Background: an optimization exercise with open tools, aiming at small area, a short achievable clock period and few clock cycles per item. Do not read the settings as production practice.
Where RTL was checked, it was by simulation tests only, not by an equivalence proof against the original.
Only the layout flow was run in runs 1 to 4; the RTL was not checked for function there.
No activity file was given, so power comes from the tool's default toggle rates.

==> flow/design.v <==
module milestone_mac_array #(
    parameter int NUM_CH    = 3,
    parameter int DATA_W    = 16,
    parameter int COEF_W    = 16,
    parameter int ACC_W     = 32,
    parameter int NUM_TAPS  = 6,
    parameter int OUT_SHIFT = 8,
    parameter int OUT_W     = 8
) (
    input  logic                     Clock_50,
    input  logic                     Resetn,
    input  logic                     start,
    input  logic                     clear,
    input  logic [ACC_W-1:0]         init_value,
    input  logic                     in_valid,
    output logic                     in_ready,
    input  logic [NUM_CH*DATA_W-1:0] sample,
    input  logic [NUM_CH*COEF_W-1:0] coef,
    input  logic                     subtract,
    output logic                     out_valid,
    input  logic                     out_ready,
    output logic [NUM_CH*ACC_W-1:0]  acc_raw,
    output logic [NUM_CH*OUT_W-1:0]  result,
    output logic                     busy
);
    localparam int CNT_W = $clog2(NUM_TAPS);
    localparam int NPP   = COEF_W / 2;
    localparam logic signed [ACC_W-1:0] RES_MAX = ACC_W'((64'd1 << OUT_W) - 64'd1);
    localparam logic [63:0] BSUM = (((64'd1 << (2 * NPP)) - 64'd1) / 64'd3) << DATA_W;
    localparam logic [ACC_W-1:0] BIAS = ACC_W'(64'd0 - BSUM);
    logic             busy_q;
    logic             acc_st_q;    
    logic             drain_q;     
    logic             out_st_q;    
    logic [CNT_W-1:0] tap_cnt_q;
    logic accept;
    logic take;
    logic last_beat;
    assign in_ready  = acc_st_q;
    assign out_valid = out_st_q;
    assign busy      = busy_q;
    assign accept    = in_valid && acc_st_q;
    assign take      = accept && !clear;
    assign last_beat = (tap_cnt_q == CNT_W'(NUM_TAPS - 1));
    always_ff @(posedge Clock_50 or negedge Resetn) begin
        if (!Resetn) begin
            busy_q    <= 1'b0;
            acc_st_q  <= 1'b0;
            drain_q   <= 1'b0;
            out_st_q  <= 1'b0;
            tap_cnt_q <= '0;
        end else if (clear || (out_st_q && out_ready)) begin
            busy_q    <= 1'b0;
            acc_st_q  <= 1'b0;
            drain_q   <= 1'b0;
            out_st_q  <= 1'b0;
        end else if (!busy_q) begin
            if (start) begin
                busy_q    <= 1'b1;
                acc_st_q  <= 1'b1;
                tap_cnt_q <= '0;
            end
        end else begin
            drain_q <= 1'b0;
            if (drain_q) out_st_q <= 1'b1;
            if (accept) begin
                tap_cnt_q <= tap_cnt_q + 1'b1;
                if (last_beat) begin
                    acc_st_q <= 1'b0;
                    drain_q  <= 1'b1;
                end
            end
        end
    end
    for (genvar c = 0; c < NUM_CH; c++) begin : g_ch
        logic [COEF_W:0]          bz;      
        logic [NPP-1:0]           one_d, two_d, neg_d;
        logic [NPP-1:0]           one_q, two_q, neg_q;
        logic signed [DATA_W-1:0] a_q;
        logic signed [ACC_W-1:0]  acc_q;
        logic        [ACC_W-1:0]  sum;
        logic        [ACC_W-1:0]  rows [NPP];
        logic        [ACC_W-1:0]  negs;
        logic signed [ACC_W-1:0]  shifted;
        logic [OUT_W-1:0]         res_ch;
        assign bz = {coef[c*COEF_W +: COEF_W], 1'b0};
        always_comb begin
            for (int j = 0; j < NPP; j++) begin
                one_d[j] = take & (bz[2*j+1] ^ bz[2*j]);
                two_d[j] = take & ((bz[2*j+2] & ~bz[2*j+1] & ~bz[2*j]) |
                                   (~bz[2*j+2] & bz[2*j+1] & bz[2*j]));
                neg_d[j] = take & (bz[2*j+2] ^ subtract);
            end
        end
        always_ff @(posedge Clock_50 or negedge Resetn) begin
            if (!Resetn) begin
                one_q <= '0;
                two_q <= '0;
                neg_q <= '0;
            end else begin
                one_q <= one_d;
                two_q <= two_d;
                neg_q <= neg_d;
            end
        end
        always_ff @(posedge Clock_50) begin
            a_q <= $signed(sample[c*DATA_W +: DATA_W]);
        end
        always_comb begin
            negs = '0;
            for (int j = 0; j < NPP; j++) begin
                logic [DATA_W:0] m, x;
                m = ({(DATA_W+1){one_q[j]}} & {a_q[DATA_W-1], a_q}) |
                    ({(DATA_W+1){two_q[j]}} & {a_q, 1'b0});
                x = m ^ {(DATA_W+1){neg_q[j]}};
                rows[j] = ACC_W'({~x[DATA_W], x[DATA_W-1:0]}) << (2 * j);
                negs[2*j] = neg_q[j];
            end
        end
        assign sum = acc_q + rows[0] + rows[1] + rows[2] + rows[3] +
                     rows[4] + rows[5] + rows[6] + rows[7] + negs + BIAS;
        always_ff @(posedge Clock_50) begin
            acc_q <= busy_q ? sum : init_value;
        end
        always_comb begin
            shifted = acc_q >>> OUT_SHIFT;
            res_ch  = shifted[OUT_W-1:0];
            if (shifted < 0) begin
                res_ch = '0;
            end else if (shifted > RES_MAX) begin
                res_ch = '1;
            end
        end
        assign acc_raw[c*ACC_W +: ACC_W] = acc_q;
        assign result[c*OUT_W +: OUT_W]  = res_ch;
    end
endmodule
==> flow/run.sh <==
#!/bin/bash
# synth_recipe.tcl (not shown) runs the flow's synth.tcl, then flattens the netlist and writes it again
# the make line also repeats each setting of config.mk as NAME=value (left out here)
make -C /OpenROAD-flow-scripts/flow DESIGN_CONFIG=/design/flow/config.mk WORK_HOME=/design/flow/orfs CLKGATE_MAP_FILE= SYNTH_SCRIPT=/design/flow/synth_recipe.tcl finish
==> flow/config.mk <==
export PLATFORM = sky130hd
export DESIGN_NAME = milestone_mac_array
export DESIGN_NICKNAME = milestone_mac_array
export VERILOG_FILES = /design/flow/design.v
export SDC_FILE = /design/flow/constraint.sdc
export NUM_CORES = 4
export LEC_CHECK = 0
export CAP_MARGIN = 20
export CORE_MARGIN = 2
export CORE_UTILIZATION = 40
export SETUP_SLACK_MARGIN = 4.0
export SLEW_MARGIN = 20
==> flow/constraint.sdc <==
create_clock -name core_clock -period 8.0 [get_ports {Clock_50}]
set_input_delay 1.6000 -clock core_clock [delete_from_list [all_inputs] [get_ports {Clock_50}]]
set_output_delay 1.6000 -clock core_clock [all_outputs]
set_load 0.01 [all_outputs]
==> results.sh, run 1 <==
export IMPL_fin_nets=4415
export IMPL_period_share_pct=67.20
export IMPL_clockBufferDepth=3
export IMPL_fp_row_count=100
export IMPL_fin_skew_ps=17.19
export IMPL_worstHoldEndpoint="out_st_q"
export IMPL_p_per_area_mw_per_mm2=413.9
export IMPL_yosys_area_share_adder_pct=35.16
export IMPL_end_kind="register"
export IMPL_grt_busiest_layer="met2"
export IMPL_cts_htree_levels=1
export IMPL_cts_tree="built"
export IMPL_first_pass_iters=5
export IMPL_drive_gt1_share_pct=24.51
export IMPL_grt_pass1_vias=25780
export IMPL_synth_compound_area_share_pct=17.13
export IMPL_rsz0062_at_grt="yes"
export IMPL_worstPathRequired_ps=8520
export IMPL_dp_hpwl_um=77300
export IMPL_antenna_found_initial=2
export IMPL_vias=25570
export IMPL_clock_sinks=223
export IMPL_cp_max_fo=6
export IMPL_met3_usage_pct=4.819
export IMPL_fmax_mhz=186.0
export IMPL_worst_ep_arrival_time_ps=5900
export IMPL_syn_inst=3332
export IMPL_grt_util_met2_pct=43.71
export IMPL_setup_tns_final_ps=0
export IMPL_avgSynthCellArea_um2=9.051
export IMPL_period_needed_ps=5376
export IMPL_clockRootBuffer="clkbuf_16"
export IMPL_fin_util_pct=52.52
export IMPL_yosys_warnings=4
export IMPL_dieArea_mm2=0.07761
export IMPL_start_util_pct=40.44
export IMPL_yosysMostFrequentCell="inv_1"
export IMPL_critPathLaunchType="register"
export IMPL_status="complete, no violations"
export IMPL_ys_ff_latch=223
export IMPL_finalMaxSlewViolations=0
export IMPL_cts_hold_buf=0
export IMPL_finalWorstSetupSlack_ps=2624
export IMPL_finalHoldViolCount=0
export IMPL_cpPeakStageDelay_ps=600
export IMPL_min_from="drain_q"
export IMPL_hp_class="register to register"
export IMPL_gp_congestion=0.9371
export IMPL_holdPathStages=2
export IMPL_worstSetupPathType="register to register"
export IMPL_coreArea_mm2=0.07457
export IMPL_drtIter0Drc=2141
export IMPL_clk_latency_ps=620
export IMPL_async_flop_share_pct=35.43
export IMPL_drc=0
export IMPL_syn_num_nets=4111
export IMPL_netlist_area_mm2=0.03016
export IMPL_worstPathCellList="buf_4, a22oi_2, xnor2_1, fa_1, fa_1, fa_1, fa_1, inv_1, fa_1, inv_2, ha_4, a211oi_4, o211ai_1, o211ai_2, buf_4, a21oi_2, o21a_1, o31ai_2"
export IMPL_vdd_drop_max_mv=0.3755
export IMPL_slew_headroom_pct=30.68
export IMPL_ant_nets=0
export IMPL_r2r_slack_ps=2620
export IMPL_viasPerCell=5.524
export IMPL_ys_top_cells_by_count="inv_1, xnor2_1, a22oi_1"
export IMPL_post_synth_top_area_cell="fa_1"
export IMPL_cap_violations=0
export IMPL_cpMostUsedCell="fa_1"
export IMPL_ys_seq_area_share_pct=16.11
export IMPL_reg2regPathDepth=18
export IMPL_critical_path_top_delay_family="adder cells"
export IMPL_io_pins=258
export IMPL_n_antenna_cell=0
export IMPL_gr_usage_met1_pct=35.87
export IMPL_port_buffers=257
export IMPL_grt_max_degree=62
export IMPL_synth_top_family_by_area="adder cells"
export IMPL_fin_hold_ws_ps=513.5
export IMPL_grt_ovfl_total=0
export IMPL_rr_startpoint="g_ch[1].one_q[6]"
export IMPL_setup_violations=0
export IMPL_max_slew_worst_pin_slew_ps=1040
export IMPL_grt_pass1_wl_um=158500
export IMPL_die_w_um=278.6
export IMPL_synth_cell_type_count=78
export IMPL_clk_pin_slew_ps=70
export IMPL_ys_top_cells_by_area="fa_1, ha_1, xnor2_1"
export IMPL_yosysTopAreaCellShare_pct=22.50
export IMPL_synth_xor_area_share_pct=15.28
export IMPL_synth_area_mux_share_pct=0.2157
export IMPL_ys_flop_type="dfxtp_1"
export IMPL_leakage_uw=0.01703
export IMPL_critPathBufInv=4
export IMPL_wl_per_cell_um=22.60
export IMPL_synth_edf_count=0
export IMPL_cp_slowest_cell="fa_1"
export IMPL_fillers=6716
export IMPL_dp_slack_ps=2261
export IMPL_grt_total_usage_pct=26.62
export IMPL_die_h_um=278.6
export IMPL_totalWireLength_um=104600
export IMPL_cts_buffers=30
export IMPL_timing_rr_end="g_ch[1].acc_q[26]"
export IMPL_yosys_area_share_simple_pct=7.211
export IMPL_area_growth_pct=29.87
[through the flow]
| stage | power [µW] | cell area (µm²) | std cells |
|---|---|---|---|
| after floorplan | 10050 | 31900 | 3332 |
| after global placement | 12810 | 33840 | 4290 |
| after detailed placement | 12780 | 33840 | 4290 |
| after CTS | 15390 | 37760 | 4550 |
| after global routing | 17730 | 39170 | 4629 |
| final | 16210 | 39170 | 4629 |
[sequential cells by signal, indices dropped and copies added, names as in the netlist, 3 cells and up]
signal      count
g_ch.a_q       48
tap_cnt_q       3
g_ch.two_q     24
g_ch.acc_q     96
g_ch.neg_q     24
g_ch.one_q     24
[cell families after synthesis]
logic type / after synthesis
compound gates: 733
buf+inv: 713
fa+ha+maj: 644
xor+xnor: 526
simple gates: 487
flops: 223
mux: 6
[worst max-delay path by stage]
stage,from,end,slack [ps],cells after the start
3_5_place_dp,g_ch[0].neg_q[6],g_ch[0].acc_q[30],2260,17
2_1_floorplan,g_ch[0].one_q[6],g_ch[0].acc_q[26],2880,19
4_1_cts,g_ch[0].one_q[1],g_ch[0].acc_q[27],2770,18
5_1_grt,g_ch[1].one_q[4],g_ch[1].acc_q[26],2430,19
3_3_place_gp,g_ch[0].a_q[1],g_ch[0].acc_q[30],2290,17
6_report,g_ch[1].one_q[6],g_ch[1].acc_q[26],2620,18
[worst reg2reg max path, delay by kind of cell, from the launching register on]
family,cells,cell delay (ps)
flops,1,510
xor+xnor,1,110
buf+inv,4,460
compound gates,7,1410
fa+ha+maj,6,2810
[routing by layer]
metal / up-vias / part of all wire [%]
met2: 1040 / 46
met3: 182 / 7.6
met1: 12720 / 43
li1: 11620 / -
met4: 2 / 3.3
met5: - / 0.012
[layout make-up]
type / instances / area (µm²) / area share, %
multi-input combinational: 2396 / 25000 / 63.84
clock buffer: 36 / 804.5 / 2.054
tap: 969 / 1212 / 3.096
inverter: 438 / 1677 / 4.281
sequential: 223 / 5211 / 13.31
clock inverter: 20 / 222.7 / 0.5687
timing repair buffer: 547 / 5034 / 12.85
[cell usage in the layout, fill, tap and decap left out, drive strengths merged, types with 111 or more instances in the layout]
| cell | synthesis | layout |
|---|---|---|
| fa | 339 | 339 |
| a22oi | 361 | 361 |
| xnor2 | 419 | 419 |
| inv | 438 | 438 |
| nand2 | 139 | 139 |
| dfxtp | 144 | 144 |
| clkdlybuf4s50 | 0 | 239 |
| ha | 305 | 305 |
| nor2 | 206 | 206 |
| a21oi | 111 | 111 |
| buf | 28 | 292 |
[power by group]
| part | switching [µW] | leakage (µW) | internal [µW] |
|---|---|---|---|
| sequential | 585 | 0.00219 | 1370 |
| clock | 610 | 0.000505 | 821 |
| combinational | 6950 | 0.0143 | 5870 |
| total | 8150 | 0.0170 | 8060 |
[what timing repair did]
action	4_1_cts	5_1_grt
resized for setup	393	188
setup endpoints to repair	102	96
buffers inserted	204	79
pin swaps	113	167
endpoints found under the hold margin	0	0
==> run 2, diff against run 1 <==
--- a/flow/config.mk
+++ b/flow/config.mk
@@ -9,4 +9,3 @@
 export CORE_MARGIN = 2
 export CORE_UTILIZATION = 40
-export SETUP_SLACK_MARGIN = 4.0
 export SLEW_MARGIN = 20
==> run 2 against run 1 <==
Clock power is essentially flat. Core utilization shrank 6.9 points. Still clean on timing, DRC and antenna. Sequential power is essentially flat. Total power shrank 14%. Combinational power shrank 18%. Synthesized cell count is the same. Count of clock-buffer cells in the layout grew 1. Wire length shrank 5.9%.
==> results.sh, run 2 <==
export IMPL_top_regs="g_ch.acc_q x96, g_ch.a_q x48"
export IMPL_synth_edf_count=0
export IMPL_clk_latency_ps=610
export IMPL_worstSetupPathType="register to register"
export IMPL_async_flop_share_pct=35.43
export IMPL_yosys_warnings=4
export IMPL_largest_register_ffs=96
export IMPL_cts_hold_buf=0
export IMPL_wl_met2_um=45520
export IMPL_ys_ff_latch=223
export IMPL_die_w_um=278.6
export IMPL_synth_cell_type_count=78
export IMPL_finalWorstSetupSlack_ps=1991
export IMPL_gp_congestion=0.9660
export IMPL_cp_max_fo=18
export IMPL_drive_gt1_share_pct=3.106
export IMPL_fin_skew_ps=14.99
export IMPL_slew_headroom_pct=22.58
export IMPL_grt_max_degree=70
export IMPL_grt_ovfl_total=0
export IMPL_period_share_pct=75.11
export IMPL_ys_top_cells_by_area="fa_1, ha_1, xnor2_1"
export IMPL_rsz0062_at_grt="no"
export IMPL_ant_nets=0
export IMPL_yosysMostFrequentCell="inv_1"
export IMPL_cts_htree_levels=1
export IMPL_dp_hpwl_um=77680
export IMPL_routed_top_layer="met5"
export IMPL_fp_row_count=100
export IMPL_wl_per_cell_um=22.62
export IMPL_period_needed_ps=6009
export IMPL_ys_seq_area_share_pct=16.11
export IMPL_io_pins=258
export IMPL_vdd_drop_max_mv=0.3151
export IMPL_antenna_found_initial=5
export IMPL_clock_sinks=223
export IMPL_clockBufferDepth=3
export IMPL_cpMostUsedCell="fa_1"
export IMPL_grt_pass1_wl_um=151500
export IMPL_cap_violations=0
export IMPL_p_per_area_mw_per_mm2=408.4
export IMPL_dieArea_mm2=0.07761
export IMPL_clockRootBuffer="clkbuf_16"
export IMPL_avgSynthCellArea_um2=9.051
export IMPL_totalWireLength_um=98440
export IMPL_route_met3_wl_um=7616
export IMPL_setup_tns_final_ps=0
export IMPL_status="complete, no violations"
export IMPL_vias=24150
export IMPL_syn_num_nets=4111
export IMPL_drtIter0Drc=1738
export IMPL_drc=0
export IMPL_ys_flop_type="dfxtp_1"
export IMPL_coreArea_mm2=0.07457
export IMPL_finalMaxSlewViolations=0
export IMPL_fmax_mhz=166.4
export IMPL_first_pass_iters=5
export IMPL_met1_length_um=42740
export IMPL_final_cell_mix="inv_1, xnor2_1, a22oi_1"
export IMPL_area_growth_pct=12.78
export IMPL_post_synth_top_area_cell="fa_1"
export IMPL_start_util_pct=40.44
export IMPL_finalHoldViolCount=0
export IMPL_dp_slack_ps=2064
export IMPL_critical_path_top_delay_family="adder cells"
export IMPL_cts_setup_buffers=0
export IMPL_leakage_uw=0.01536
export IMPL_worst_ep_arrival_time_ps=6500
export IMPL_port_buffers=257
export IMPL_grt_total_usage_pct=25.43
export IMPL_worstPathCellList="xor2_1, fa_1, inv_1, fa_1, fa_1, fa_1, inv_1, fa_1, inv_1, ha_1, nand4_1, a211oi_2, nor3_2, a211oi_1, o21ai_0, a31o_1"
export IMPL_netlist_area_mm2=0.03016
export IMPL_regMostFlops="g_ch.acc_q"
export IMPL_critPathLaunchType="register"
export IMPL_cts_buffers=29
export IMPL_yosysTopAreaCellShare_pct=22.50
export IMPL_grt_pass1_vias=24910
export IMPL_end_kind="register"
export IMPL_ys_top_cells_by_count="inv_1, xnor2_1, a22oi_1"
export IMPL_die_h_um=278.6
export IMPL_max_slew_worst_pin_slew_ps=1159
export IMPL_fillers=7259
export IMPL_fin_nets=4137
export IMPL_setup_violations=0
export IMPL_cpPeakStageDelay_ps=1050
export IMPL_critPathBufInv=3
export IMPL_viasPerCell=5.550
export IMPL_cts_resized=0
export IMPL_clk_pin_slew_ps=60
export IMPL_cp_slowest_cell="dfrtp_1"
export IMPL_syn_inst=3332
export IMPL_hp_class="register to register"
export IMPL_cts_tree="built"
export IMPL_final_common_cell="inv_1"
export IMPL_worstPathRequired_ps=8490
run 2: per-stage QoR:
stage | instances | hold WS [ps] | cell area (µm²) | power (µW) | utilization (%)
2_1_floorplan | 3332 | 486.9 | 30160 | 9303 | -
6_report | 4351 | 527.9 | 34010 | 13890 | 45.61
3_5_place_dp | 4296 | 514.6 | 33000 | 12370 | 44.25
4_1_cts | 4350 | 533.6 | 34010 | 13930 | 45.61
3_3_place_gp | 4296 | 499.6 | 33000 | 12430 | 44.25
5_1_grt | 4350 | 559.7 | 34010 | 15390 | 45.61
run 2: power breakdown:
group,internal (µW),total [µW],switching (µW)
Clock,829,1410,585
Sequential,1370,1940,570
Combinational,4450,10500,6090
run 2: area by class of cell:
type / instances / area, µm² / share of cell area, %
timing repair buffer: 270 / 2663 / 7.828
antenna: 1 / 2.502 / 0.007357
clock inverter: 17 / 186.4 / 0.5481
sequential: 223 / 4863 / 14.30
tap: 969 / 1212 / 3.565
clock buffer: 37 / 827.0 / 2.432
multi-input combinational: 2396 / 22610 / 66.49
inverter: 438 / 1644 / 4.834
run 2: tightest hold or removal path: stages, from the launching register on:
cell     delay [ps]
dfrtp_1         340
a21oi_1          60
nor2_1           80
run 2: logic make-up (layout without fill, tap and decap cells):
logic type | after synthesis | in the layout | synth area share (%)
AND/OR/NAND/NOR | 487 | 487 | 7.211
AO/OA/AOI/OAI | 733 | 733 | 17.13
adder cells (fa/ha/maj) | 644 | 644 | 35.16
buffers and inverters | 713 | 762 | 8.899
multiplexers | 6 | 6 | 0.2157
flip-flops | 223 | 223 | 16.11
XOR/XNOR | 526 | 526 | 15.28
other | 0 | 1 | 0
run 2: path summary, 6_finish.rpt:
check	start	to	slack (ps)	cells past startpoint
setup reg to reg	g_ch[0].neg_q[3]	g_ch[0].acc_q[26]	1990	16
setup / recovery	g_ch[0].neg_q[3]	g_ch[0].acc_q[26]	1990	16
hold reg to reg	drain_q	out_st_q	530	2
min in group asynchronous	Resetn	g_ch[1].one_q[2]	950	1
hold / removal	drain_q	out_st_q	530	2
max in group asynchronous	Resetn	busy_q	5830	2
run 2: per-layer routing:
layer | vias to the layer above | track usage [%]
li1 | 11070 | -
met1 | 12030 | 34.73
met2 | 897 | 41.47
met3 | 146 | 4.844
met4 | 4 | 6.286
met5 | - | 0
==> run 3, diff against run 2 <==
--- a/flow/config.mk
+++ b/flow/config.mk
@@ -6,4 +6,5 @@
 export NUM_CORES = 4
 export LEC_CHECK = 0
+export ABC_CLOCK_PERIOD_IN_PS = 4000
 export CAP_MARGIN = 20
 export CORE_MARGIN = 2
==> run 3 against run 2 <==
Cell count stayed put. Core utilization stayed put. Register-to-register slack hardly changed. Maximum frequency stayed put. Clock skew stayed put. Via count stayed put. Combinational power hardly changed. Critical path type unchanged. Largest cell class unchanged.
==> results.sh, run 3 <==
export IMPL_setup_tns_final_ps=0
export IMPL_cts_resized=0
export IMPL_vdd_drop_max_mv=0.3151
export IMPL_antenna_found_initial=5
export IMPL_cap_violations=0
export IMPL_fmax_mhz=166.4
export IMPL_cts_hold_buf=0
export IMPL_cts_htree_levels=1
export IMPL_gp_congestion=0.9660
export IMPL_top_regs="g_ch.acc_q x96, g_ch.a_q x48"
export IMPL_wl_per_cell_um=22.62
export IMPL_drtIter0Drc=1738
export IMPL_avgSynthCellArea_um2=9.051
export IMPL_start_util_pct=40.44
export IMPL_syn_num_nets=4111
export IMPL_clockRootBuffer="clkbuf_16"
export IMPL_stdcell_count=4351
export IMPL_cts_tree="built"
export IMPL_grt_pass1_vias=24910
export IMPL_finalMaxSlewViolations=0
export IMPL_clk_pin_slew_ps=60
export IMPL_dp_hpwl_um=77680
export IMPL_viasPerCell=5.550
export IMPL_multi_input_area_mm2=0.02261
export IMPL_grt_max_degree=70
export IMPL_post_synth_top_area_cell="fa_1"
export IMPL_yosysTopAreaCellShare_pct=22.50
export IMPL_reg2regPathDepth=16
export IMPL_async_flop_share_pct=35.43
export IMPL_worstSetupPathType="register to register"
export IMPL_drc=0
export IMPL_fillers=7259
export IMPL_regMostFlops="g_ch.acc_q"
export IMPL_area_growth_pct=12.78
export IMPL_drive_gt1_share_pct=3.106
export IMPL_coreArea_mm2=0.07457
export IMPL_worst_ep_arrival_time_ps=6500
export IMPL_ys_ff_latch=223
export IMPL_ys_top_cells_by_area="fa_1, ha_1, xnor2_1"
export IMPL_first_pass_iters=5
export IMPL_cp_max_fo=18
export IMPL_grt_ovfl_total=0
export IMPL_clock_sinks=223
export IMPL_critPathLaunchType="register"
export IMPL_max_slew_worst_pin_slew_ps=1159
export IMPL_seqCellArea_mm2=0.004863
export IMPL_worstPathRequired_ps=8490
export IMPL_grt_pass1_wl_um=151500
export IMPL_port_buffers=257
export IMPL_synth_edf_count=0
export IMPL_yosysMostFrequentCell="inv_1"
export IMPL_status="complete, no violations"
export IMPL_setup_violations=0
export IMPL_clk_latency_ps=610
export IMPL_totalWireLength_um=98440
export IMPL_final_common_cell="inv_1"
export IMPL_fp_row_count=100
export IMPL_p_per_area_mw_per_mm2=408.4
export IMPL_clockBufferDepth=3
export IMPL_ys_seq_area_share_pct=16.11
export IMPL_ant_nets=0
export IMPL_yosys_warnings=4
export IMPL_dieArea_mm2=0.07761
export IMPL_leakage_uw=0.01536
export IMPL_cts_setup_buffers=0
export IMPL_synth_cell_type_count=78
export IMPL_io_pins=258
export IMPL_slew_headroom_pct=22.58
export IMPL_syn_inst=3332
export IMPL_cts_buffers=29
export IMPL_die_w_um=278.6
export IMPL_largest_register_ffs=96
export IMPL_fin_nets=4137
export IMPL_hp_class="register to register"
export IMPL_rsz0062_at_grt="no"
export IMPL_ys_flop_type="dfxtp_1"
export IMPL_fin_skew_ps=14.99
export IMPL_period_share_pct=75.11
export IMPL_placed_cells=4296
export IMPL_final_cell_mix="inv_1, xnor2_1, a22oi_1"
export IMPL_holdPathStages=2
export IMPL_die_h_um=278.6
export IMPL_grt_total_usage_pct=25.43
export IMPL_end_kind="register"
export IMPL_vias=24150
export IMPL_finalHoldViolCount=0
export IMPL_ys_top_cells_by_count="inv_1, xnor2_1, a22oi_1"
export IMPL_period_needed_ps=6009
export IMPL_netlist_area_mm2=0.03016
run 3: cell counts in the layout (fill, tap and decap cells not counted):
Identical to the previous run, type by type.
run 3: worst paths after layout:
kind / startpoint / end / slack (ps)
min in group asynchronous: Resetn / g_ch[1].one_q[2] / 950
max in group asynchronous: Resetn / busy_q / 5830
worst min register to register: drain_q / out_st_q / 530
worst min-delay path: drain_q / out_st_q / 530
worst max-delay path: g_ch[0].neg_q[3] / g_ch[0].acc_q[26] / 1990
worst max register to register: g_ch[0].neg_q[3] / g_ch[0].acc_q[26] / 1990
run 3: stage by stage:
step | utilization (%) | setup WS [ps] | hold WS, ps | total power (µW) | area (µm²)
2_1_floorplan | - | 2357 | 486.9 | 9303 | 30160
3_3_place_gp | 44.25 | 2076 | 499.6 | 12430 | 33000
3_5_place_dp | 44.25 | 2064 | 514.6 | 12370 | 33000
4_1_cts | 45.61 | 2028 | 533.6 | 13930 | 34010
5_1_grt | 45.61 | 1683 | 559.7 | 15390 | 34010
6_report | 45.61 | 1991 | 527.9 | 13890 | 34010
run 3: worst max-delay path: stages, from the launching register on:
cell and delay (ps):
dfrtp_1 1050, xor2_1 230, fa_1 580, inv_1 60
fa_1 550, fa_1 430, fa_1 500, inv_1 50
fa_1 470, inv_1 40, ha_1 440, nand4_1 290
a211oi_2 390, nor3_2 130, a211oi_1 330, o21ai_0 140
a31o_1 230
run 3: routing by layer:
layer,share of wire [%],GRT usage (%)
met5,0.025,0
met4,2.6,6.286
met3,7.7,4.844
met2,46,41.47
met1,43,34.73
run 3: layout make-up:
class / count / share of cell area [%]
Antenna cell: 1 / 0.007357
Clock buffer: 37 / 2.432
Clock inverter: 17 / 0.5481
Inverter: 438 / 4.834
Multi-Input combinational cell: 2396 / 66.49
Sequential cell: 223 / 14.30
Tap cell: 969 / 3.565
Timing Repair Buffer: 270 / 7.828
run 3: logic make-up (layout without fill, tap and decap cells):
group	Yosys count	in the layout	share of synthesized area (%)
AO/OA/AOI/OAI	733	733	17.13
buffers and inverters	713	762	8.899
adder cells (fa/ha/maj)	644	644	35.16
XOR/XNOR	526	526	15.28
AND/OR/NAND/NOR	487	487	7.211
flip-flops	223	223	16.11
multiplexers	6	6	0.2157
other	0	1	0
run 3: power by group:
group | internal, µW | total (µW) | switching (µW)
logic | 4450 | 10500 | 6090
clock network | 829 | 1410 | 585
registers | 1370 | 1940 | 570
total | 6650 | 13900 | 7240
==> run 4, diff against run 3 <==
--- a/flow/config.mk
+++ b/flow/config.mk
@@ -6,7 +6,7 @@
 export NUM_CORES = 4
 export LEC_CHECK = 0
-export ABC_CLOCK_PERIOD_IN_PS = 4000
 export CAP_MARGIN = 20
 export CORE_MARGIN = 2
 export CORE_UTILIZATION = 40
+export SETUP_SLACK_MARGIN = 2.5
 export SLEW_MARGIN = 20
==> run 4 against run 3 <==
Via count grew 2.9%. Critical path depth grew 2. Count of clock-buffer cells in the layout shrank 2. Worst hold slack better by 1.5 ps. Die area unchanged. Synthesized cell count unchanged. Final area rose by 5.7%. Setup slack better by 580 ps. Still clean.
==> results.sh, run 4 <==
export IMPL_synth_area_mux_share_pct=0.2157
export IMPL_p_seq_share_pct=13.5
export IMPL_status="complete, no violations"
export IMPL_dp_hpwl_um=76610
export IMPL_die_w_um=278.6
export IMPL_ys_ff_latch=223
export IMPL_grt_max_degree=71
export IMPL_switching_share_pct=51.67
export IMPL_fmax_mhz=184.1
export IMPL_cap_violations=0
export IMPL_avgSynthCellArea_um2=9.051
export IMPL_fp_row_count=100
export IMPL_leakage_uw=0.01605
export IMPL_grt_pass1_wl_um=148800
export IMPL_yosysTopAreaCellShare_pct=22.50
export IMPL_finalHoldViolCount=0
export IMPL_cpPeakStageDelay_ps=570
export IMPL_synth_top_family_by_area="adder cells"
export IMPL_largest_register_ffs=96
export IMPL_combPwrFrac_pct=76.5
export IMPL_drc=0
export IMPL_start_util_pct=40.44
export IMPL_placed_area_mm2=0.03297
export IMPL_dieArea_mm2=0.07761
export IMPL_synth_compound_area_share_pct=17.13
export IMPL_cts_buffers=29
export IMPL_p_per_area_mw_per_mm2=399.4
export IMPL_yosysMostFrequentCell="inv_1"
export IMPL_drtIter0Drc=1856
export IMPL_netlist_area_mm2=0.03016
export IMPL_power_uw=14350
export IMPL_cts_tree="built"
export IMPL_fin_hold_ws_ps=529.4
export IMPL_stdcell_area_mm2=0.03594
export IMPL_worstSetupPathType="register to register"
export IMPL_antenna_found_initial=3
export IMPL_viasPerCell=5.540
export IMPL_p_clk_share_pct=10.0
export IMPL_cp_max_fo=16
export IMPL_synth_xor_area_share_pct=15.28
export IMPL_worst_ep_arrival_time_ps=5950
export IMPL_drive_gt1_share_pct=12.44
export IMPL_period_share_pct=67.90
export IMPL_setup_violations=0
export IMPL_cp_slowest_cell="dfxtp_2"
export IMPL_vdd_drop_max_mv=0.3374
export IMPL_ant_nets=0
export IMPL_clock_sinks=223
export IMPL_final_cell_mix="inv_1, xnor2_1, a22oi_1"
export IMPL_yosys_area_share_simple_pct=7.211
export IMPL_clk_pin_slew_ps=60
export IMPL_cts_hold_buf=0
export IMPL_io_pins=258
export IMPL_rsz0062_at_grt="yes"
export IMPL_syn_num_nets=4111
export IMPL_coreArea_mm2=0.07457
export IMPL_p_sw_uw=7415
export IMPL_syn_inst=3332
export IMPL_end_kind="register"
export IMPL_ys_top_cells_by_count="inv_1, xnor2_1, a22oi_1"
export IMPL_grt_pass1_vias=24520
export IMPL_max_slew_worst_pin_slew_ps=1191
export IMPL_port_buffers=257
export IMPL_ys_top_cells_by_area="fa_1, ha_1, xnor2_1"
export IMPL_setup_tns_final_ps=0
export IMPL_critPathLaunchType="register"
export IMPL_vias=24840
export IMPL_regMostFlops="g_ch.acc_q"
export IMPL_synth_cell_type_count=78
export IMPL_wl_per_cell_um=22.33
export IMPL_clk_latency_ps=630
export IMPL_period_needed_ps=5432
export IMPL_worstPathCellList="a22oi_1, xnor2_1, fa_1, fa_1, inv_1, fa_1, fa_1, inv_1, fa_1, inv_1, ha_2, nand4_1, buf_4, o221ai_2, nor3_4, a211oi_2, or3_1, a31o_1"
export IMPL_grt_total_usage_pct=25.07
export IMPL_intPower_uw=6936
export IMPL_finalMaxSlewViolations=0
export IMPL_hp_class="register to register"
export IMPL_top_regs="g_ch.acc_q x96, g_ch.a_q x48"
export IMPL_first_pass_iters=6
export IMPL_ys_seq_area_share_pct=16.11
export IMPL_die_h_um=278.6
export IMPL_synth_edf_count=0
export IMPL_yosys_warnings=4
export IMPL_ys_flop_type="dfxtp_1"
export IMPL_gp_congestion=0.9291
export IMPL_post_synth_top_area_cell="fa_1"
export IMPL_cts_htree_levels=1
export IMPL_fin_nets=4270
export IMPL_clockRootBuffer="clkbuf_16"
export IMPL_grt_ovfl_total=0
export IMPL_cpMostUsedCell="fa_1"
export IMPL_yosys_area_share_adder_pct=35.16
export IMPL_slew_headroom_pct=20.46
export IMPL_async_flop_share_pct=35.43
export IMPL_worstPathRequired_ps=8520
export IMPL_clockBufferDepth=3
export IMPL_totalWireLength_um=100100
export IMPL_fin_skew_ps=50.79
export IMPL_fin_util_pct=48.19
export IMPL_area_growth_pct=19.16
export IMPL_final_common_cell="inv_1"
[run 4: cell counts after synthesis]
Identical to the previous run, type by type.
[run 4: kinds of logic (layout without fill, tap and decap cells)]
| kind of cell | Yosys count | count (layout) |
|---|---|---|
| AO/OA/AOI/OAI | 733 | 733 |
| buffers and inverters | 713 | 895 |
| adder cells (fa/ha/maj) | 644 | 644 |
| XOR/XNOR | 526 | 526 |
| AND/OR/NAND/NOR | 487 | 487 |
| flip-flops | 223 | 223 |
| multiplexers | 6 | 6 |
| other | 0 | 1 |
[run 4: path summary, 6_finish.rpt]
kind                                     end  cells after the start      startpoint  slack [ps]
min reg2reg                         out_st_q                      2         drain_q         530
max reg2reg                g_ch[0].acc_q[26]                     18  g_ch[0].a_q[3]        2570
max                        g_ch[0].acc_q[26]                     18  g_ch[0].a_q[3]        2570
min in group asynchronous   g_ch[1].one_q[2]                      1          Resetn         960
max in group asynchronous   g_ch[0].one_q[4]                      2          Resetn        5800
min                                 out_st_q                      2         drain_q         530
[run 4: layer usage]
| layer | track usage, % | wire length (µm) |
|---|---|---|
| met5 | 0 | 0 |
| met4 | 6.810 | 3231 |
| met3 | 6.389 | 9171 |
| met2 | 40.08 | 45560 |
| met1 | 33.64 | 42150 |
[run 4: through the flow]
step                      cells  setup WS [ps]
after floorplan            3332           2529
after global placement     4293           2107
after detailed placement   4293           2045
after CTS                  4367           2480
after global routing       4483           2398
final                      4484           2568
[run 4: critical path, delay by kind of cell, from the launching register on]
| kind | cells | cell delay (ps) |
|---|---|---|
| AND/OR/NAND/NOR | 3 | 760 |
| buffers and inverters | 4 | 310 |
| flip-flops | 1 | 570 |
| adder cells (fa/ha/maj) | 6 | 2770 |
| AO/OA/AOI/OAI | 4 | 640 |
| XOR/XNOR | 1 | 250 |
[run 4: final cells by class]
cell class | count | area, µm²
fillers | 7204 | 38640
multi-input cells | 2396 | 23140
well taps | 969 | 1212
flip-flops and latches | 223 | 5146
inverters | 438 | 1675
clock inverters | 19 | 259.0
diodes | 1 | 2.502
clock buffers | 35 | 778.2
repair buffers | 403 | 3726
[run 4: timing repair]
item                       in CTS  in global routing
setup buffers                  20                116
setup endpoints to repair      44                 40
resized for setup             122                170
pin swaps                       2                 33
[run 4: power by group through the flow]
| stage | Sequential [µW] | Combinational, µW | Clock, µW |
|---|---|---|---|
| 6_report | 1940 | 11000 | 1440 |
| 3_3_place_gp | 1960 | 10400 | 0 |
| 4_1_cts | 1930 | 10500 | 1470 |
| 3_5_place_dp | 1940 | 10400 | 0 |
| 2_1_floorplan | 1640 | 7660 | 0 |
| 5_1_grt | 1950 | 12400 | 1510 |
==> run 5, diff against run 4 <==
==> flow/design.v (replaced) <==
module milestone_mac_array #(
    parameter int NUM_CH    = 3,
    parameter int DATA_W    = 16,
    parameter int COEF_W    = 16,
    parameter int ACC_W     = 32,
    parameter int NUM_TAPS  = 6,
    parameter int OUT_SHIFT = 8,
    parameter int OUT_W     = 8
) (
    input  logic                     Clock_50,
    input  logic                     Resetn,
    input  logic                     start,
    input  logic                     clear,
    input  logic [ACC_W-1:0]         init_value,
    input  logic                     in_valid,
    output logic                     in_ready,
    input  logic [NUM_CH*DATA_W-1:0] sample,
    input  logic [NUM_CH*COEF_W-1:0] coef,
    input  logic                     subtract,
    output logic                     out_valid,
    input  logic                     out_ready,
    output logic [NUM_CH*ACC_W-1:0]  acc_raw,
    output logic [NUM_CH*OUT_W-1:0]  result,
    output logic                     busy
);
    localparam int CNT_W = $clog2(NUM_TAPS);
    localparam logic signed [ACC_W-1:0] RES_MAX = ACC_W'((64'd1 << OUT_W) - 64'd1);
    logic             busy_q;
    logic             acc_st_q;    
    logic             out_st_q;    
    logic [CNT_W-1:0] tap_cnt_q;
    logic accept;
    logic last_beat;
    assign in_ready  = acc_st_q;
    assign out_valid = out_st_q;
    assign busy      = busy_q;
    assign accept    = in_valid && acc_st_q;
    assign last_beat = (tap_cnt_q == CNT_W'(NUM_TAPS - 1));
    always_ff @(posedge Clock_50 or negedge Resetn) begin
        if (!Resetn) begin
            busy_q    <= 1'b0;
            acc_st_q  <= 1'b0;
            out_st_q  <= 1'b0;
            tap_cnt_q <= '0;
        end else if (clear || (out_st_q && out_ready)) begin
            busy_q    <= 1'b0;
            acc_st_q  <= 1'b0;
            out_st_q  <= 1'b0;
        end else if (!busy_q) begin
            if (start) begin
                busy_q    <= 1'b1;
                acc_st_q  <= 1'b1;
                tap_cnt_q <= '0;
            end
        end else if (accept) begin
            tap_cnt_q <= tap_cnt_q + 1'b1;
            if (last_beat) begin
                acc_st_q <= 1'b0;
                out_st_q <= 1'b1;
            end
        end
    end
    localparam int NPP = COEF_W / 2;
    localparam logic [63:0] BSUM = (((64'd1 << (2 * NPP)) - 64'd1) / 64'd3) << DATA_W;
    localparam logic [ACC_W-1:0] BIAS = ACC_W'(64'd0 - BSUM);
    for (genvar c = 0; c < NUM_CH; c++) begin : g_ch
        logic signed [DATA_W-1:0] a;
        logic        [COEF_W:0]   bz;      
        logic signed [ACC_W-1:0]  acc_q;
        logic signed [ACC_W-1:0]  base;
        logic        [ACC_W-1:0]  rows [NPP];
        logic        [ACC_W-1:0]  negs;
        logic signed [ACC_W-1:0]  shifted;
        logic [OUT_W-1:0]         res_ch;
        assign a  = $signed(sample[c*DATA_W +: DATA_W]);
        assign bz = {coef[c*COEF_W +: COEF_W], 1'b0};
        assign base = busy_q ? acc_q : $signed(init_value);
        always_comb begin
            negs = '0;
            for (int j = 0; j < NPP; j++) begin
                logic       one, two, neg;
                logic [DATA_W:0] m, x;
                one = accept & (bz[2*j+1] ^ bz[2*j]);
                two = accept & ((bz[2*j+2] & ~bz[2*j+1] & ~bz[2*j]) |
                                (~bz[2*j+2] & bz[2*j+1] & bz[2*j]));
                neg = accept & (bz[2*j+2] ^ subtract);
                m = ({(DATA_W+1){one}} & {a[DATA_W-1], a}) |
                    ({(DATA_W+1){two}} & {a, 1'b0});
                x = m ^ {(DATA_W+1){neg}};
                rows[j] = ACC_W'({~x[DATA_W], x[DATA_W-1:0]}) << (2 * j);
                negs[2*j] = neg;
            end
        end
        always_ff @(posedge Clock_50) begin
            acc_q <= base + rows[0] + rows[1] + rows[2] + rows[3] +
                     rows[4] + rows[5] + rows[6] + rows[7] + negs + BIAS;
        end
        always_comb begin
            shifted = acc_q >>> OUT_SHIFT;
            res_ch  = shifted[OUT_W-1:0];
            if (shifted < 0) begin
                res_ch = '0;
            end else if (shifted > RES_MAX) begin
                res_ch = '1;
            end
        end
        assign acc_raw[c*ACC_W +: ACC_W] = acc_q;
        assign result[c*OUT_W +: OUT_W]  = res_ch;
    end
endmodule
--- a/flow/config.mk
+++ b/flow/config.mk
@@ -9,4 +9,3 @@
 export CORE_MARGIN = 2
 export CORE_UTILIZATION = 40
-export SETUP_SLACK_MARGIN = 2.5
 export SLEW_MARGIN = 20
==> run 5 against run 4 <==
Non-clock buffer count increased by 37. Final area shrank 9.8%. Worst hold slack gained 23 ps. Sequential power down 37%. Die area shrank 7.8%. Clock power down 63%. Setup slack worse by 2200 ps. Sequential cell count shrank 121. Register-to-register slack lost 960 ps. Critical path depth up 3. Clock skew fell by 41 ps. Largest power group unchanged. Highest routed layer is now met5.
==> results.sh, run 5 <==
export IMPL_vdd_drop_max_mv=0.2650
export IMPL_final_cell_mix="inv_1, xnor2_1, fa_1"
export IMPL_antenna_found_initial=8
export IMPL_critPathLaunchType="input pin"
export IMPL_grt_pass1_vias=24570
export IMPL_clockRootBuffer="clkbuf_16"
export IMPL_grt_total_usage_pct=26.88
export IMPL_drtIter0Drc=2336
export IMPL_final_common_cell="inv_1"
export IMPL_p_sw_uw=5813
export IMPL_totalWireLength_um=95070
export IMPL_coreArea_mm2=0.06871
export IMPL_setup_tns_final_ps=0
export IMPL_period_share_pct=95.68
export IMPL_r2r_slack_ps=1610
export IMPL_dieArea_mm2=0.07158
export IMPL_grt_max_degree=47
export IMPL_fin_util_pct=47.18
export IMPL_p_seq_share_pct=11.2
export IMPL_wl_per_cell_um=21.35
export IMPL_top_regs="g_ch.acc_q x96, tap_cnt_q x3"
export IMPL_synth_edf_count=0
export IMPL_max_slew_worst_pin_slew_ps=947.3
export IMPL_clk_latency_ps=400
export IMPL_ys_top_cells_by_area="fa_1, ha_1, xnor2_1"
export IMPL_grt_ovfl_total=0
export IMPL_cts_buffers=9
export IMPL_rsz0062_at_grt="no"
export IMPL_die_h_um=267.5
export IMPL_slew_headroom_pct=36.72
export IMPL_ys_ff_latch=102
export IMPL_synth_cell_type_count=73
export IMPL_reg2regPathDepth=20
export IMPL_p_per_area_mw_per_mm2=338.9
export IMPL_first_pass_iters=6
export IMPL_ys_seq_area_share_pct=7.458
export IMPL_vias=24730
export IMPL_fmax_mhz=130.6
export IMPL_cts_tree="built"
export IMPL_clockBufferDepth=2
export IMPL_cts_setup_buffers=0
export IMPL_hp_class="register to register"
export IMPL_intPower_uw=5172
export IMPL_post_synth_top_area_cell="fa_1"
export IMPL_finalHoldViolCount=0
export IMPL_clock_sinks=102
export IMPL_status="complete, no violations"
export IMPL_async_flop_share_pct=5.882
export IMPL_startpoint="coef[37]"
export IMPL_fp_row_count=96
export IMPL_syn_num_nets=4070
export IMPL_drc=0
export IMPL_start_util_pct=40.43
export IMPL_worstSetupPathType="input pin to register"
export IMPL_ys_top_cells_by_count="inv_1, xnor2_1, fa_1"
export IMPL_gp_congestion=0.9729
export IMPL_yosys_warnings=4
export IMPL_fin_skew_ps=9.849
export IMPL_worstPathRequired_ps=8310
export IMPL_dp_hpwl_um=79060
export IMPL_setup_violations=0
export IMPL_fin_nets=4295
export IMPL_period_needed_ps=7655
export IMPL_netlist_area_mm2=0.02778
export IMPL_ant_nets=0
export IMPL_area_growth_pct=16.68
export IMPL_rr_startpoint="acc_st_q"
export IMPL_ys_flop_type="dfxtp_1"
export IMPL_yosysTopAreaCellShare_pct=24.43
export IMPL_leakage_uw=0.01446
export IMPL_cap_violations=0
export IMPL_grt_pass1_wl_um=146100
export IMPL_largest_register_ffs=96
export IMPL_io_pins=258
export IMPL_timing_rr_end="g_ch[2].acc_q[31]"
export IMPL_avgSynthCellArea_um2=8.441
export IMPL_yosysMostFrequentCell="inv_1"
export IMPL_worst_ep_arrival_time_ps=7960
export IMPL_viasPerCell=5.554
export IMPL_port_buffers=257
export IMPL_endpoint="g_ch[2].acc_q[31]"
export IMPL_finalMaxSlewViolations=0
export IMPL_syn_inst=3291
export IMPL_p_clk_share_pct=4.9
export IMPL_cp_max_fo=16
export IMPL_clk_pin_slew_ps=90
export IMPL_combPwrFrac_pct=83.9
export IMPL_switching_share_pct=52.91
export IMPL_die_w_um=267.5
export IMPL_drive_gt1_share_pct=6.703
export IMPL_cts_htree_levels=3
export IMPL_end_kind="register"
export IMPL_regMostFlops="g_ch.acc_q"
## run 5: cell types whose count changed in the layout (fill, tap and decap cells not counted), moves of 44 or more
cell,previous run,this run
buf_4,131,175
a21oi_1,102,149
xnor2_1,412,341
a21o_1,77,25
xor2_1,106,188
nand2_1,138,237
inv_1,421,353
## run 5: worst min path at each step
stage            startpoint            to  slack [ps]  cells after the start
3_3_place_gp       out_st_q      out_st_q         540                      1
4_1_cts            out_st_q      out_st_q         560                      1
3_5_place_dp       out_st_q      out_st_q         540                      1
6_report           out_st_q      out_st_q         550                      1
2_1_floorplan  tap_cnt_q[2]  tap_cnt_q[2]         510                      1
5_1_grt            out_st_q      out_st_q         580                      1
## run 5: layout make-up
class | instances | area (µm²)
clock inverter | 7 | 102.6
inverter | 358 | 1344
timing repair buffer | 440 | 4056
sequential | 102 | 2076
clock buffer | 9 | 225.2
tap | 931 | 1165
antenna | 1 | 2.502
fill | 6854 | 36290
multi-input combinational | 2605 | 23440
## run 5: critical path, cell delays in order
cell and delay (ps):
clkdlybuf4s50_1 590, or3b_1 370, a21oi_1 180, buf_4 260
a22oi_1 130, xor2_1 190, fa_1 520, inv_1 50
fa_1 560, fa_1 430, fa_1 500, inv_1 50
fa_1 470, inv_1 40, ha_1 370, nand2_1 100
nor2_1 210, o221ai_1 450, o211ai_1 590, o21ai_1 160
xnor2_1 140
## run 5: timing repair
action / 4_1_cts / 5_1_grt
endpoints found under the setup margin: 0 / 1
hold buffers: 0 / 0
resized for setup: 0 / 1
## run 5: cells by family after synthesis
logic type,Yosys count,share of synthesized area [%]
AOI/OAI and AO/OA,723,17.32
and+or+nand+nor,688,11.28
adders and majority gates,644,38.17
buffers and inverters,584,8.202
xor gates and xnor gates,531,16.84
DFF,102,7.458
muxes,19,0.7341
## run 5: layer usage
layer | track usage [%] | wire (µm)
met1 | 36.52 | 41500
met2 | 41.41 | 41330
met3 | 4.505 | 6972
met4 | 13.00 | 5195
met5 | 0 | 63
## run 5: stage by stage
step	cells	hold WS [ps]	cell area, µm²	total power (µW)	worst slack [ps]
6_report	4453	552.8	32410	10980	345.3
5_1_grt	4452	575.8	32410	12220	100.7
4_1_cts	4452	562.1	32410	10990	444.7
3_5_place_dp	4436	542.9	32080	10360	12.12
3_3_place_gp	4436	538.6	32080	10310	-113.6
2_1_floorplan	3291	513.7	27780	7566	806.9
## run 5: power groups by stage
stage	clock network (µW)	logic, µW	registers (µW)
detailed placement	0	9120	1240
floorplan	0	6440	1120
global placement	0	9060	1250
CTS	549	9210	1240
global route	563	10400	1250
finish	539	9220	1220
Testbench counts of run 5, summed over its fixed seeds: cycles 19,200, items 2,400.

-- port drivers added, routing unchanged --
How much do the figures lean on ideal ports? The routed layouts below were timed once more, with nothing changed but the port constraints.
Step 1 sets driving cells, clkbuf_16 on the clock port and buf_2 on the other inputs (assumed; they add their load-dependent delay and slew).
Step 2, shift: input delay + t, output delay - t, t = (earliest + latest rising clock arrival at the registers) / 2. This alone moves slack from input paths to output paths.
a / b / c = ideal ports / drivers / drivers and shift; a / b = the first two.
run | t, ns | slack for setup (ns) | hold WS [ns] | clock arrival spread, ns | worst register clock-pin slew, ns
run 1 | 0.665 | 2.624 / 2.624 / 2.624 | 0.513 / 0.513 / 0.513 | 0.018 / 0.019 | 0.07 / 0.07
run 2 | 0.665 | 1.991 / 1.991 / 1.991 | 0.528 / 0.528 / 0.528 | 0.016 / 0.015 | 0.07 / 0.07
run 3 | 0.665 | 1.991 / 1.991 / 1.991 | 0.528 / 0.528 / 0.528 | 0.016 / 0.015 | 0.07 / 0.07
run 4 | 0.675 | 2.568 / 2.568 / 2.568 | 0.529 / 0.529 / 0.529 | 0.057 / 0.056 | 0.07 / 0.07
run 5 | 0.467 | 0.345 / 0.380 / -0.087 | 0.553 / 0.553 / 0.553 | 0.013 / 0.014 | 0.09 / 0.09
Met with ideal ports but missed after step 2: setup timing in run 5. For run 5, which loses most, drivers alone change the setup slack by +0.035 ns; drivers and shift together by -0.432 ns.
